Context: an optimization exercise on an open-source flow, tuned for small area. The choices shown serve that exercise and are no tape-out recipe.
Function was checked by simulation only, so behaviour that the tests miss may differ from the original.

==> delta <==
==> flow/design.v (excerpt) <==
module dual_adc_moving_average_scaler_unit (
	input  wire logic                   clk,
	input  wire logic                   arst_n,
	input  wire logic                   psel,
	input  wire logic                   penable,
	input  wire logic                   pwrite,
	input  wire logic [PADDR_W-1:0]     paddr,
	input  wire logic [PDATA_W-1:0]     pwdata,
	output logic      [PDATA_W-1:0]     prdata,
	output logic                        pready,
	input  wire logic                   in_valid,
	output logic                        in_ready,
	input  wire logic [SAMPLE_BITS-1:0] battery_sample,
	input  wire logic [SAMPLE_BITS-1:0] thermistor_sample,
	output logic                        out_valid,
	input  wire logic                   out_ready,
	output logic      [OUT_W-1:0]       battery_mv,
	output logic signed [OUT_W-1:0]     temperature_centi_c,
	output logic                        window_full
);
	logic [VREF_W-1:0]      vref;
	logic [RATIO_W-1:0]     ratio;
	logic [DROP_W-1:0]      drop;
	logic [OFFS_W-1:0]      offs;
	logic                   at_slot;
	logic                   head_ok;
	logic [SAMPLE_BITS-1:0] head_b;
	logic [SAMPLE_BITS-1:0] head_t;
	logic                   full;
	logic                   busy;
	logic                   done;
	logic                   accept;
	logic                   out_valid_q;
	logic [OUT_W-1:0]       batt;
	logic [OUT_W-1:0]       temp;
	assign in_ready = ~busy & ~out_valid_q & at_slot;
	assign accept   = in_valid & in_ready;
	damsu_regs u_regs (
		.clk     (clk),
		.arst_n  (arst_n),
		.psel    (psel),
		.penable (penable),
		.pwrite  (pwrite),
		.paddr   (paddr),
		.pwdata  (pwdata),
		.prdata  (prdata),
		.pready  (pready),
		.vref    (vref),
		.ratio   (ratio),
		.drop    (drop),
		.offs    (offs)
	);
	damsu_window u_window (
		.clk               (clk),
		.arst_n            (arst_n),
		.accept            (accept),
		.battery_sample    (battery_sample),
		.thermistor_sample (thermistor_sample),
		.at_slot           (at_slot),
		.head_ok           (head_ok),
		.head_b            (head_b),
  ...
==> module damsu_regs, before the edit <==
module damsu_regs (
	input  wire logic                clk,
	input  wire logic                arst_n,
	input  wire logic                psel,
	input  wire logic                penable,
	input  wire logic                pwrite,
	input  wire logic [PADDR_W-1:0]  paddr,
	input  wire logic [PDATA_W-1:0]  pwdata,
	output logic      [PDATA_W-1:0]  prdata,
	output logic                     pready,
	output logic      [VREF_W-1:0]   vref,
	output logic      [RATIO_W-1:0]  ratio,
	output logic      [DROP_W-1:0]   drop,
	output logic      [OFFS_W-1:0]   offs
);
	logic wen;
	assign wen    = psel & penable & pwrite;
	assign pready = 1'b1;
	always_ff @(posedge clk or negedge arst_n) begin
		if (!arst_n) begin
			vref  <= VREF_RST;
			ratio <= RATIO_RST;
			drop  <= DROP_RST;
			offs  <= OFFS_RST;
		end else if (wen) begin
			case (paddr[3:2])
				2'd0: vref  <= pwdata[VREF_W-1:0];
				2'd1: ratio <= pwdata[RATIO_W-1:0];
				2'd2: drop  <= pwdata[DROP_W-1:0];
				default: offs <= pwdata[OFFS_W-1:0];
			endcase
		end
	end
	always_comb begin
		case (paddr[3:2])
			2'd0: prdata = PDATA_W'(vref);
			2'd1: prdata = PDATA_W'(ratio);
			2'd2: prdata = PDATA_W'(drop);
			default: prdata = PDATA_W'(offs);
		endcase
	end
endmodule
==> module damsu_scale, before the edit <==
module damsu_scale (
	input  wire logic                   clk,
	input  wire logic                   arst_n,
	input  wire logic                   start,
	input  wire logic                   head_ok,
	input  wire logic [SAMPLE_BITS-1:0] head_b,
	input  wire logic [SAMPLE_BITS-1:0] head_t,
	input  wire logic [VREF_W-1:0]      vref,
	input  wire logic [RATIO_W-1:0]     ratio,
	input  wire logic [DROP_W-1:0]      drop,
	input  wire logic [OFFS_W-1:0]      offs,
	output logic                        busy,
	output logic                        done,
	output logic [OUT_W-1:0]            batt,
	output logic [OUT_W-1:0]            temp
);
	localparam int SB0 = 1;     
	localparam int SR0 = 11;    
	localparam int MV0 = 40;    
	localparam int MR0 = 69;    
	localparam int DD0 = 98;    
	localparam int LB0 = 116;   
	localparam int AB  = 133;   
	localparam int ST0 = 134;   
	localparam int SR1 = 144;   
	localparam int MT0 = 173;   
	localparam int DT0 = 190;   
	localparam int LT0 = 208;   
	localparam int AW  = 225;   
	localparam int SO0 = 226;   
	localparam int FIN = 236;   
	logic [3:0]  ph;
	logic [4:0]  cnt;
	logic        act;
	logic [16:0] h;
	logic [28:0] l;
	logic [16:0] bq;
	logic in_sum, sum_first, sum_t, in_shr, in_mv, in_mr, in_dd, in_dt, in_shl;
	logic in_ab, in_aw, in_so, in_fin;
	logic mbit;
	logic [16:0] a;
	logic [16:0] op;
	logic        cin;
	logic [17:0] sum;
	logic        ge;
	logic [SAMPLE_BITS-1:0] word;
	logic [4:0] len;
	always_comb begin
		in_sum    = (ph == 1) || (ph == 8);
		sum_first = in_sum && cnt == 9;
		sum_t     = ph[3];
		in_shr    = (ph == 2) || (ph == 9);
		in_mv     = (ph == 3) || (ph == 10);
		in_mr     = (ph == 4);
		in_dd     = (ph == 5);
		in_dt     = (ph == 11);
		in_shl    = (ph == 6) || (ph == 12);
		in_ab     = (ph == 7);
		in_aw     = (ph == 13);
		in_so     = (ph == 14);
		in_fin    = (ph == 15);
		case (ph)
			0: len = 9;    
			1: len = 28;   
			2: len = 28;
			3: len = 28;
			4: len = 17;   
			5: len = 16;   
			6: len = 0;    
			7: len = 9;    
			8: len = 28;
			9: len = 16;   
			10: len = 17;  
			11: len = 16;  
			12: len = 0;   
			13: len = 9;   
			default: len = 0;
		endcase
	end
	assign mbit = l[0];
	assign word = sum_t ? head_t : head_b;
	always_comb begin
		if (in_dd || in_dt || in_shl) begin
			a = {h[15:0], l[28]};
		end else if ((in_sum && sum_first) || (in_fin && !h[16])) begin
			a = '0;
		end else begin
			a = h;
		end
		op  = '0;
		cin = 1'b0;
		if (in_sum) begin
			op = head_ok ? {5'd0, word} : '0;
		end else if (in_mv) begin
			op = mbit ? {4'd0, vref} : '0;
		end else if (in_mr) begin
			op = mbit ? {1'b0, ratio} : '0;
		end else if (in_dd) begin
			op  = h[16] ? 17'd40950 : ~17'd40950;
			cin = ~h[16];
		end else if (in_dt) begin
			op  = h[16] ? 17'd4095 : ~17'd4095;
			cin = ~h[16];
		end else if (in_ab) begin
			op  = {7'd0, drop};
			cin = l[28];
		end else if (in_aw) begin
			op  = ~17'd50000;
			cin = l[28];
		end else if (in_so) begin
			op  = ~{7'd0, offs};
			cin = 1'b1;
		end else if (in_fin) begin
			op  = 17'd50000;
			cin = h[16];
		end
		sum = {1'b0, a} + {1'b0, op} + {17'd0, cin};
		ge  = ~sum[16];
	end
	always_ff @(posedge clk) begin
		if (in_shr || in_mv || in_mr) begin
			h <= sum[17:1];
		end else begin
			h <= sum[16:0];
		end
		if (in_dd || in_dt || in_shl) begin
			l[28:12] <= l[27:11];
			l[11]    <= ge;
		end else begin
			l[28:11] <= {sum[0], l[28:12]};
		end
		l[10:0] <= l[11:1];
		if (in_ab) begin
			bq <= sum[17] ? 17'h1ffff : sum[16:0];
		end
	end
	always_ff @(posedge clk or negedge arst_n) begin
		if (!arst_n) begin
			ph  <= '0;
			cnt <= '0;
		end else begin
			if (start || (ph != 0 && cnt == 0)) begin
				ph  <= ph + 4'd1;
				cnt <= len;
			end else if (ph != 0) begin
				cnt <= cnt - 5'd1;
			end
		end
	end
	assign done = in_fin;
	assign busy = (ph != 0);
	assign batt = bq;
	assign temp = h;
endmodule
Settings: LEC_CHECK=0, CAP_MARGIN=20, CORE_MARGIN=2, CORE_UTILIZATION=65, SLEW_MARGIN=20; clock period 10.0 ns.
standard.sh (not shown) runs the stock make flow with config.mk's settings and CLKGATE_MAP_FILE= SYNTH_SCRIPT=/design/flow/synth_recipe.tcl, a recipe that flattens the netlist after the stock synthesis.
==> flow/flow/run.sh <==
#!/bin/bash
# Standard layout, with plain buf_1 port buffers and a clock tree without
# dummy loads. Every tool's output goes to a log file in this folder.
set -euo pipefail
export BUFFER_PORTS_ARGS="-buffer_cell sky130_fd_sc_hd__buf_1"
export CTS_ARGS="-sink_clustering_enable -repair_clock_nets -dont_use_dummy_load -sink_clustering_size 20 -sink_clustering_max_diameter 60 -buf_list sky130_fd_sc_hd__clkbuf_8"
bash standard.sh > standard.log 2>&1
==> inputs of umber, as changes to delta <==
--- a/flow/design.v
+++ b/flow/design.v
@@ -51,10 +51,6 @@
 	end
-	always_comb begin
-		case (paddr[3:2])
-			2'd0: prdata = PDATA_W'(vref);
-			2'd1: prdata = PDATA_W'(ratio);
-			2'd2: prdata = PDATA_W'(drop);
-			default: prdata = PDATA_W'(offs);
-		endcase
-	end
+	assign prdata = ({PDATA_W{paddr[3:2] == 2'd0}} & PDATA_W'(vref))
+	              | ({PDATA_W{paddr[3:2] == 2'd1}} & PDATA_W'(ratio))
+	              | ({PDATA_W{paddr[3:2] == 2'd2}} & PDATA_W'(drop))
+	              | ({PDATA_W{paddr[3:2] == 2'd3}} & PDATA_W'(offs));
 endmodule
@@ -147,2 +143,4 @@
 	logic mbit;
+	logic lsh;
+	logic keep;
 	logic [16:0] a;
@@ -151,2 +149,3 @@
 	logic [17:0] sum;
+	logic        c;
 	logic        ge;
@@ -189,37 +188,23 @@
 	always_comb begin
-		if (in_dd || in_dt || in_shl) begin
-			a = {h[15:0], l[28]};
-		end else if ((in_sum && sum_first) || (in_fin && !h[16])) begin
-			a = '0;
-		end else begin
-			a = h;
+		lsh  = in_dd | in_dt | in_shl;
+		keep = ~lsh & ~(in_sum & sum_first) & ~(in_fin & ~h[16]);
+		a = ({17{lsh}} & {h[15:0], l[28]}) | ({17{keep}} & h);
+		op = ({17{in_sum & head_ok & ~sum_t}} & {5'd0, head_b})
+		   | ({17{in_sum & head_ok & sum_t}}  & {5'd0, head_t})
+		   | ({17{in_mv & mbit}}              & {4'd0, vref})
+		   | ({17{in_mr & mbit}}              & {1'b0, ratio})
+		   | ({17{in_dd}}                     & (17'd40950 ^ {17{~h[16]}}))
+		   | ({17{in_dt}}                     & (17'd4095 ^ {17{~h[16]}}))
+		   | ({17{in_ab}}                     & {7'd0, drop})
+		   | ({17{in_aw}}                     & ~17'd50000)
+		   | ({17{in_so}}                     & ~{7'd0, offs})
+		   | ({17{in_fin}}                    & 17'd50000);
+		cin = ((in_dd | in_dt) & ~h[16]) | ((in_ab | in_aw) & l[28]) | in_so
+		    | (in_fin & h[16]);
+		c = cin;
+		for (int i = 0; i < 17; i++) begin
+			sum[i] = a[i] ^ op[i] ^ c;
+			c      = (a[i] & op[i]) | (c & (a[i] ^ op[i]));
 		end
-		op  = '0;
-		cin = 1'b0;
-		if (in_sum) begin
-			op = head_ok ? {5'd0, word} : '0;
-		end else if (in_mv) begin
-			op = mbit ? {4'd0, vref} : '0;
-		end else if (in_mr) begin
-			op = mbit ? {1'b0, ratio} : '0;
-		end else if (in_dd) begin
-			op  = h[16] ? 17'd40950 : ~17'd40950;
-			cin = ~h[16];
-		end else if (in_dt) begin
-			op  = h[16] ? 17'd4095 : ~17'd4095;
-			cin = ~h[16];
-		end else if (in_ab) begin
-			op  = {7'd0, drop};
-			cin = l[28];
-		end else if (in_aw) begin
-			op  = ~17'd50000;
-			cin = l[28];
-		end else if (in_so) begin
-			op  = ~{7'd0, offs};
-			cin = 1'b1;
-		end else if (in_fin) begin
-			op  = 17'd50000;
-			cin = h[16];
-		end
-		sum = {1'b0, a} + {1'b0, op} + {17'd0, cin};
+		sum[17] = c;
 		ge  = ~sum[16];
@@ -245,11 +230,12 @@
 		if (!arst_n) begin
-			ph  <= '0;
-			cnt <= '0;
+			ph <= '0;
+		end else if (start || (ph != 0 && cnt == 0)) begin
+			ph <= ph + 4'd1;
+		end
+	end
+	always_ff @(posedge clk) begin
+		if (start || cnt == 0) begin
+			cnt <= len;
 		end else begin
-			if (start || (ph != 0 && cnt == 0)) begin
-				ph  <= ph + 4'd1;
-				cnt <= len;
-			end else if (ph != 0) begin
-				cnt <= cnt - 5'd1;
-			end
+			cnt <= cnt - 5'd1;
 		end
--- a/flow/config.mk
+++ b/flow/config.mk
@@ -10,2 +10,3 @@
 export CORE_UTILIZATION = 65
+export GPL_TIMING_DRIVEN = 0
 export SLEW_MARGIN = 20
==> inputs of quartz, as changes to delta <==
==> flow/run.sh (new file) <==
#!/bin/bash
# synth_recipe.tcl (not shown) runs the flow's synth.tcl, then flattens the netlist and writes it again
# the make line also repeats each setting of config.mk as NAME=value (left out here)
make -C /OpenROAD-flow-scripts/flow DESIGN_CONFIG=/design/flow/config.mk WORK_HOME=/design/flow/orfs CLKGATE_MAP_FILE= SYNTH_SCRIPT=/design/flow/synth_recipe.tcl finish
--- a/flow/config.mk
+++ b/flow/config.mk
@@ -10,2 +10,4 @@
 export CORE_UTILIZATION = 65
+export CTS_BUF_LIST = sky130_fd_sc_hd__clkbuf_4 sky130_fd_sc_hd__clkbuf_8
+export CTS_CLUSTER_SIZE = 30
 export SLEW_MARGIN = 20
removed: flow/flow/run.sh
removed: flow/standard.sh
==> impl_metrics.json <==
{
  "grt_usage": 0.240,
  "dp.cells": 1312,
  "drt-wirelength-per-cell_um": 18.1,
  "end_kind": "primary output",
  "inverters": 21,
  "powerSeq_w": 0.00159,
  "hp-start": "u_scale.l[1]",
  "status": "complete, no violations",
  "cp.buffers_inverters": 2,
  "grt_use_met1": 0.338,
  "comb_power_share": 0.053,
  "synth-compound-area-share": 0.0925,
  "vias": 7456,
  "wl_met3_um": 1550
}
-- figures above: delta

==> impl_metrics.json <==
{
  "status": "complete, no violations",
  "drt-wirelength-per-cell_um": 18.5,
  "grt_use_met1": 0.341,
  "cp.buffers_inverters": 2,
  "dp.cells": 1310,
  "grt_usage": 0.261,
  "wl_met3_um": 1510,
  "inverters": 21,
  "comb_power_share": 0.052,
  "vias": 7808,
  "end_kind": "primary output",
  "slew_violations": 0
}
-- figures above: quartz

==> impl_metrics.json <==
{
  "end_kind": "flip-flop",
  "inverters": 18,
  "grt_usage": 0.235,
  "cp.buffers_inverters": 5,
  "hp-start": "u_window.ring[4][13]",
  "status": "complete, no violations",
  "vias": 6483,
  "grt_use_met1": 0.336,
  "drt-wirelength-per-cell_um": 19.1
}
-- figures above: umber

[static timing again, ports no longer ideal]
No port has a modelled driver above. Below, the same layouts with a new extraction and two added sets of constraints.
Step 1 sets driving cells, clkbuf_16 on the clock port and buf_2 on the other inputs (assumed; they add their load-dependent delay and slew).
Step 2 times the ports against the registers' clock, not the clock port: input delays grow and output delays shrink by t, the midpoint of the rising clock arrivals with the driver on.
Three values: ideal, step 1, step 2; two values: the first two.
run	t (ns)	slack for setup (ns)	worst register clock-pin slew, ns
delta	0.590	4.381 / 4.353 / 4.353	0.11 / 0.11
umber	0.574	0.468 / 0.468 / 0.468	0.12 / 0.12
quartz	0.606	3.717 / 3.695 / 3.695	0.07 / 0.07
After both steps setup and hold are still met in every run listed. For delta, which loses most, drivers alone change the setup slack by -0.028 ns; drivers and shift together by -0.028 ns.
